This is an optimization exercise on Yosys and OpenROAD, whose aim is a short achievable clock period and few clock cycles, not a production implementation. In this exercise RTL edits were held to simulation tests only and were not proved equivalent to the original. Power is estimated from default activity; no workload was simulated.

## micro_riscv_top
module micro_riscv_top (
  input  logic        clk_i,
  input  logic        reset_i,
  output logic [31:0] instr_addr_o,
  input  logic [31:0] instr_rdata_i,
  output logic [31:0] data_addr_o,
  input  logic [31:0] data_rdata_i,
  output logic [31:0] data_wdata_o,
  output logic        data_re_o,
  output logic        data_we_o,
  output logic        finish_o
);
Size in the first run: roughly 9600 cells after synthesis, ~88000 µm² of cells after synthesis.
export LEC_CHECK = 0
export CAP_MARGIN = 20
export CELL_PAD_IN_SITES_DETAIL_PLACEMENT = 1
export CELL_PAD_IN_SITES_GLOBAL_PLACEMENT = 2
export CORE_MARGIN = 2
export CORE_UTILIZATION = 25
export GPL_ROUTABILITY_DRIVEN = 0
export SETUP_SLACK_MARGIN = 5
export SLEW_MARGIN = 20
export SYNTH_HIERARCHICAL = 1
create_clock -name core_clock -period 8.0 [get_ports {clk_i}]
run.sh (not shown) runs the stock make flow with config.mk's settings and CLKGATE_MAP_FILE= SYNTH_SCRIPT=/design/flow/synth_recipe.tcl, a recipe that flattens the netlist after the stock synthesis.
The baseline produced a clean layout.
Testbench counts at the start, summed over its fixed seeds: cycles 66,291.
Then changed:
--- a/flow/design.v
+++ b/flow/design.v
@@ -80,36 +80,41 @@
 module g_o21a  (input logic a1, a2, b1, output logic y);                         assign y = (a1 | a2) & b1;          endmodule
 module g_o31a  (input logic a1, a2, a3, b1, output logic y);                     assign y = (a1 | a2 | a3) & b1;     endmodule
 module g_and3  (input logic a, b, c, output logic y);                            assign y = a & b & c;               endmodule
 module g_and4  (input logic a, b, c, d, output logic y);                         assign y = a & b & c & d;           endmodule
 module g_mux2i (input logic s, a1, a0, output logic y);                          assign y = ~(s ? a1 : a0);          endmodule
 `timescale 1ns/10ps
-module rf_slice #(
-  parameter int W = 8
-) (
-  input  logic [31*W-1:0] regs_i,
-  input  logic [4:0]      idx_i,
-  output logic [W-1:0]    data_o
+module rf_pre (
+  input  logic [4:0] idx_i,
+  output logic [7:0] lo_n_o,
+  output logic [3:0] hi_n_o
 );
   logic [4:0] ni;
   for (genvar b = 0; b < 5; b++) begin : g_ni
     g_inv u_i (.a(idx_i[b]), .y(ni[b]));
   end
-  logic [7:0] lo_n;
-  logic [3:0] hi_n;
   for (genvar j = 0; j < 8; j++) begin : g_lo
     g_nand3 u_n (.a(j[0] ? idx_i[0] : ni[0]), .b(j[1] ? idx_i[1] : ni[1]), .c(j[2] ? idx_i[2] : ni[2]),
-                 .y(lo_n[j]));
+                 .y(lo_n_o[j]));
   end
   for (genvar j = 0; j < 4; j++) begin : g_hi
-    g_nand2 u_n (.a(j[0] ? idx_i[3] : ni[3]), .b(j[1] ? idx_i[4] : ni[4]), .y(hi_n[j]));
+    g_nand2 u_n (.a(j[0] ? idx_i[3] : ni[3]), .b(j[1] ? idx_i[4] : ni[4]), .y(hi_n_o[j]));
   end
+endmodule
+module rf_slice #(
+  parameter int W = 8
+) (
+  input  logic [31*W-1:0] regs_i,
+  input  logic [7:0]      lo_n_i,
+  input  logic [3:0]      hi_n_i,
+  output logic [W-1:0]    data_o
+);
   logic [31:0] sel;
   assign sel[0] = 1'b0;
   for (genvar k = 1; k < 32; k++) begin : g_sel
-    g_nor2 u_s (.a(lo_n[k % 8]), .b(hi_n[k / 8]), .y(sel[k]));
+    g_nor2 u_s (.a(lo_n_i[k % 8]), .b(hi_n_i[k / 8]), .y(sel[k]));
   end
   for (genvar b = 0; b < W; b++) begin : g_bit
     logic [31:0] r;
     assign r[0] = 1'b0;
     for (genvar k = 1; k < 32; k++) begin : g_r
       assign r[k] = regs_i[(k-1)*W + b];
@@ -755,19 +760,23 @@
   c_opsel u_asel (.rs_i(rs1), .none_i(is_jal), .x_rd_i(x_rd), .w_i(k_w), .m_wen_i(m_wen), .m_rd_i(m_rd),
                   .res_o(a_res), .wb_o(a_wb), .reg_o(a_reg));
   c_opsel u_bsel (.rs_i(rs2), .none_i(1'b0), .x_rd_i(x_rd), .w_i(k_w), .m_wen_i(m_wen), .m_rd_i(m_rd),
                   .res_o(b_res), .wb_o(b_wb), .reg_o(b_reg));
   assign fsd_n = k_ld && (x_rd == rs2);
   logic [31:0] rf_a, rf_b;
+  logic [7:0]  lo_a_n, lo_b_n;
+  logic [3:0]  hi_a_n, hi_b_n;
+  rf_pre u_pre_a (.idx_i(rs1), .lo_n_o(lo_a_n), .hi_n_o(hi_a_n));
+  rf_pre u_pre_b (.idx_i(rs2), .lo_n_o(lo_b_n), .hi_n_o(hi_b_n));
   for (genvar s = 0; s < 4; s++) begin : g_rf
     logic [31*8-1:0] slice;
     always_comb begin
       for (int k = 1; k < 32; k++) slice[(k-1)*8 +: 8] = regs[k][s*8 +: 8];
     end
-    rf_slice #(.W(8)) u_a (.regs_i(slice), .idx_i(rs1), .data_o(rf_a[s*8 +: 8]));
-    rf_slice #(.W(8)) u_b (.regs_i(slice), .idx_i(rs2), .data_o(rf_b[s*8 +: 8]));
+    rf_slice #(.W(8)) u_a (.regs_i(slice), .lo_n_i(lo_a_n), .hi_n_i(hi_a_n), .data_o(rf_a[s*8 +: 8]));
+    rf_slice #(.W(8)) u_b (.regs_i(slice), .lo_n_i(lo_b_n), .hi_n_i(hi_b_n), .data_o(rf_b[s*8 +: 8]));
   end
   logic [31:0] pc_inc;
   assign pc_inc = pc_f + 32'd4;
   logic [19:0] pc_hi_p, pc_hi_m;
   inc_dec #(.W(20)) u_pc_hi (.v_i(pc_f[31:12]), .inc_o(pc_hi_p), .dec_o(pc_hi_m));
   logic [11:0] br_lo, jal_lo, jr_lo;
After rerunning: The changed run completed with no timing, DRC or antenna violations. Clock power went up by about 5%. Setup slack loses 0.13 ns. Utilization came out lower by 0.11 points. Register-to-register slack loses 0.20 ns. Hold slack is worse by 0.0098 ns. Count of clock-buffer cells in the layout climbs by 13. Area after synthesis fell by 0.50%. Sequential power is higher by about 1%. Total power goes up by 2.8%. Final cell count shrinks by about 0.8%. Routed wire length rises by about 6%. Final area fell by 0.57%.
Testbench counts after the change, summed over its fixed seeds: cycles 66,291.

-- afterwards: timing with drivers on the ports --
How much do the figures lean on ideal ports? The routed layouts below were timed once more, with nothing changed but the port constraints.
Step 1 assumes that a clkbuf_16 drives the clock port and a buf_2 every other input.
Step 2 moves the port delays by t, midway between the first and last clock arrival at a register: inputs arrive t later, outputs are due t later. That takes back most of the time a late clock gives input paths.
Slacks: ideal / step 1 / step 2; pairs: ideal / step 1.
| run | t, ns | setup WS [ns] | worst setup path after step 2 | worst register clock-pin slew, ns | worst slew at a driven data input, ns |
|---|---|---|---|---|---|
| the first run | 0.958 | 4.900 / 4.835 / 3.876 | input to register | 0.07 / 0.07 | 0.23 |
| the second run | 0.984 | 4.774 / 4.753 / 3.769 | input to register | 0.08 / 0.08 | 0.22 |
After both steps every run listed still meets setup and hold. The setup slack of the first run, which loses most, moves by -0.065 ns with the drivers and by -1.024 ns with both steps.
